What follows belongs to an exercise in optimizing a design on an open flow for small area, a short achievable clock period and few clock cycles; a production flow would make more cautious choices. The RTL was checked by simulation tests, not by an equivalence proof against the original design. Power and IR drop assume default switching activity.

== job 2877 ==
// hdlc_rx_deframer
module hdlc_rx_deframer (
   input  logic                                 clock,
   input  logic                                 reset,
   input  logic                                 in_valid,
   output logic                                 in_ready,
   input  logic [7:0]                           in_byte,
   output logic                                 rsp_valid,
   input  logic                                 rsp_ready,
   output logic                                 rsp_kind,
   output logic [7:0]                           rsp_data_byte,
   output logic [2:0]                           rsp_frame_status,
   output logic [12:0]                          rsp_frame_length,
   output logic [31:0]                          rsp_good_frames,
   output logic [31:0]                          rsp_error_frames,
   output logic                                 rsp_last_of_input,
   input  logic                                 csr_we,
   input  logic [hdlcrx_pkg::CSR_IDX_W-1:0]     csr_index,
   input  logic [hdlcrx_pkg::LEN_W-1:0]         csr_wdata
);
Size in the first run: about 1100 cells after synthesis, roughly 0.0097 mm² of cells after synthesis.
Settings: LEC_CHECK=0, CAP_MARGIN=20, CORE_MARGIN=2, CORE_UTILIZATION=40, CTS_BUF_LIST=sky130_fd_sc_hd__clkbuf_8, SLEW_MARGIN=20, SYNTH_HIERARCHICAL=1; clock period 23.0 ns.
standard.sh (not shown) runs the stock make flow with config.mk's settings and CLKGATE_MAP_FILE= SYNTH_SCRIPT=/design/flow/synth_recipe.tcl, a recipe that flattens the netlist after the stock synthesis.
==> flow/flow/run.sh <==
#!/bin/bash
# The standard layout with small port buffers (buf_2) and timing repair aiming for
# extra setup slack (the design is signed off at the design's period as usual); the
# tools' output is kept in standard.log
bash standard.sh SETUP_SLACK_MARGIN=17.3 "BUFFER_PORTS_ARGS=-buffer_cell sky130_fd_sc_hd__buf_2" finish > standard.log 2>&1
Job 2877: done, clean on timing, DRC and antenna
Testbench counts of job 2877, summed over its fixed seeds: cycles 24,333.
## Diff of input files: job 1572 against job 2877
-- flow/flow/run.sh --
<<< job 2877, line 5
bash standard.sh SETUP_SLACK_MARGIN=17.3 "BUFFER_PORTS_ARGS=-buffer_cell sky130_fd_sc_hd__buf_2" finish > standard.log 2>&1
>>> job 1572, line 5
bash standard.sh SETUP_SLACK_MARGIN=17.5 "BUFFER_PORTS_ARGS=-buffer_cell sky130_fd_sc_hd__buf_2" finish > standard.log 2>&1
==> comparison <==
- Relative to job 2877, the time the final worst path needs with I/O delays and setup of job 1572 is lower by 3.7 ps.
- Side by side, number of buffers other than clock buffers in the final layout turned out higher in job 1572 than in job 2877.
- Job 1572 vs job 2877 — proportion of cell area occupied by multi-input gates dropped 4.3 points.
- Job 1572: share of total power in combinational logic is 0.9 points higher than what job 2877 reported.
- On final period utilization, job 1572 and job 2877 are basically level.
- Relative to job 2877, job 1572 improves final worst slack.
- First-pass iteration count of the detailed router: job 2877 vs job 1572, no meaningful difference
- Area: job 1572 vs job 2877 -> job 1572 larger
- Going from job 2877 to job 1572, the synthesis-to-finish area growth was found to have gone up by 11 points.
- Job 1572: cell count about 5% above job 2877
### job 1572 -> job 6662
-- flow/flow/run.sh --
<<< job 1572, line 5
bash standard.sh SETUP_SLACK_MARGIN=17.5 "BUFFER_PORTS_ARGS=-buffer_cell sky130_fd_sc_hd__buf_2" finish > standard.log 2>&1
>>> job 6662, line 5
bash standard.sh SETUP_SLACK_MARGIN=17.1 "BUFFER_PORTS_ARGS=-buffer_cell sky130_fd_sc_hd__buf_2" finish > standard.log 2>&1
--- outcome ---
Going from job 1572 to job 6662, the total internal power was found to have gone up by 2.9%.
Lower post-CTS repair timing setup buffer count among job 6662 and job 1572: job 6662
Max via count across job 6662 and job 1572: job 1572
Count of clock-buffer cells in the layout (job 6662 over job 1572): decrease, 1
Worst setup path endpoint: rsp_frame_length[12] -> job 6662, rsp_frame_length[0] -> job 1572
Total negative slack for setup checks came out exactly the same in job 6662 and job 1572.
Job 1572 → job 6662: number of cells on the worst reg-to-reg path now smaller, global-route usage now smaller, final standard cell utilization of the core now smaller.
Against job 1572, job 6662 comes in 6 higher on peak fanout along the critical path.
Here is what was changed in the inputs of job 6600 compared with job 6662.
- removing CTS_BUF_LIST (formerly sky130_fd_sc_hd__clkbuf_8)
-- flow/flow/run.sh --
<<< job 6662, line 5
bash standard.sh SETUP_SLACK_MARGIN=17.1 "BUFFER_PORTS_ARGS=-buffer_cell sky130_fd_sc_hd__buf_2" finish > standard.log 2>&1
>>> job 6600, line 5
bash standard.sh SETUP_SLACK_MARGIN=17.3 "BUFFER_PORTS_ARGS=-buffer_cell sky130_fd_sc_hd__buf_2" finish > standard.log 2>&1
--- outcome ---
Job 6600 vs job 6662 on slew at the pin with the worst max-slew slack: job 6600 is the lower one. The higher leakage power total came out of job 6600. Job 6600 -> job 6662: count of buffering cells on the critical path with inverters included delta 0, exact match. [job 6600] post-route clock period utilization fell 0.54 points relative to job 6662.

## static timing again, ports no longer ideal
The results above use ideal ports. As a check the final layouts listed here were re-extracted and re-timed, cells and wires unchanged.
Step 1, drivers: a clkbuf_16 drives clock and a buf_2 each remaining input, both assumed.
Step 2 adds t to the input delays and takes it off the output delays; t is the mean of the earliest and latest rising clock arrival at the registers after step 1. Input paths then give back, and output paths get back, about the clock's delay inside the block.
a / b / c = ideal / step 1 / step 2; a / b = the first two.
run | t (ns) | setup WS [ns] | worst register clock-pin slew, ns
job 2877 | 0.488 | 17.348 / 17.306 / 17.048 | 0.11 / 0.11
job 1572 | 0.491 | 17.352 / 17.311 / 17.140 | 0.10 / 0.10
job 6662 | 0.496 | 17.214 / 17.171 / 16.693 | 0.11 / 0.11
job 6600 | 0.463 | 17.338 / 17.290 / 17.048 | 0.08 / 0.08
After both steps setup and hold are still met in every run listed. The setup slack of job 6662, which loses most, moves by -0.043 ns with the drivers and by -0.521 ns with both steps.
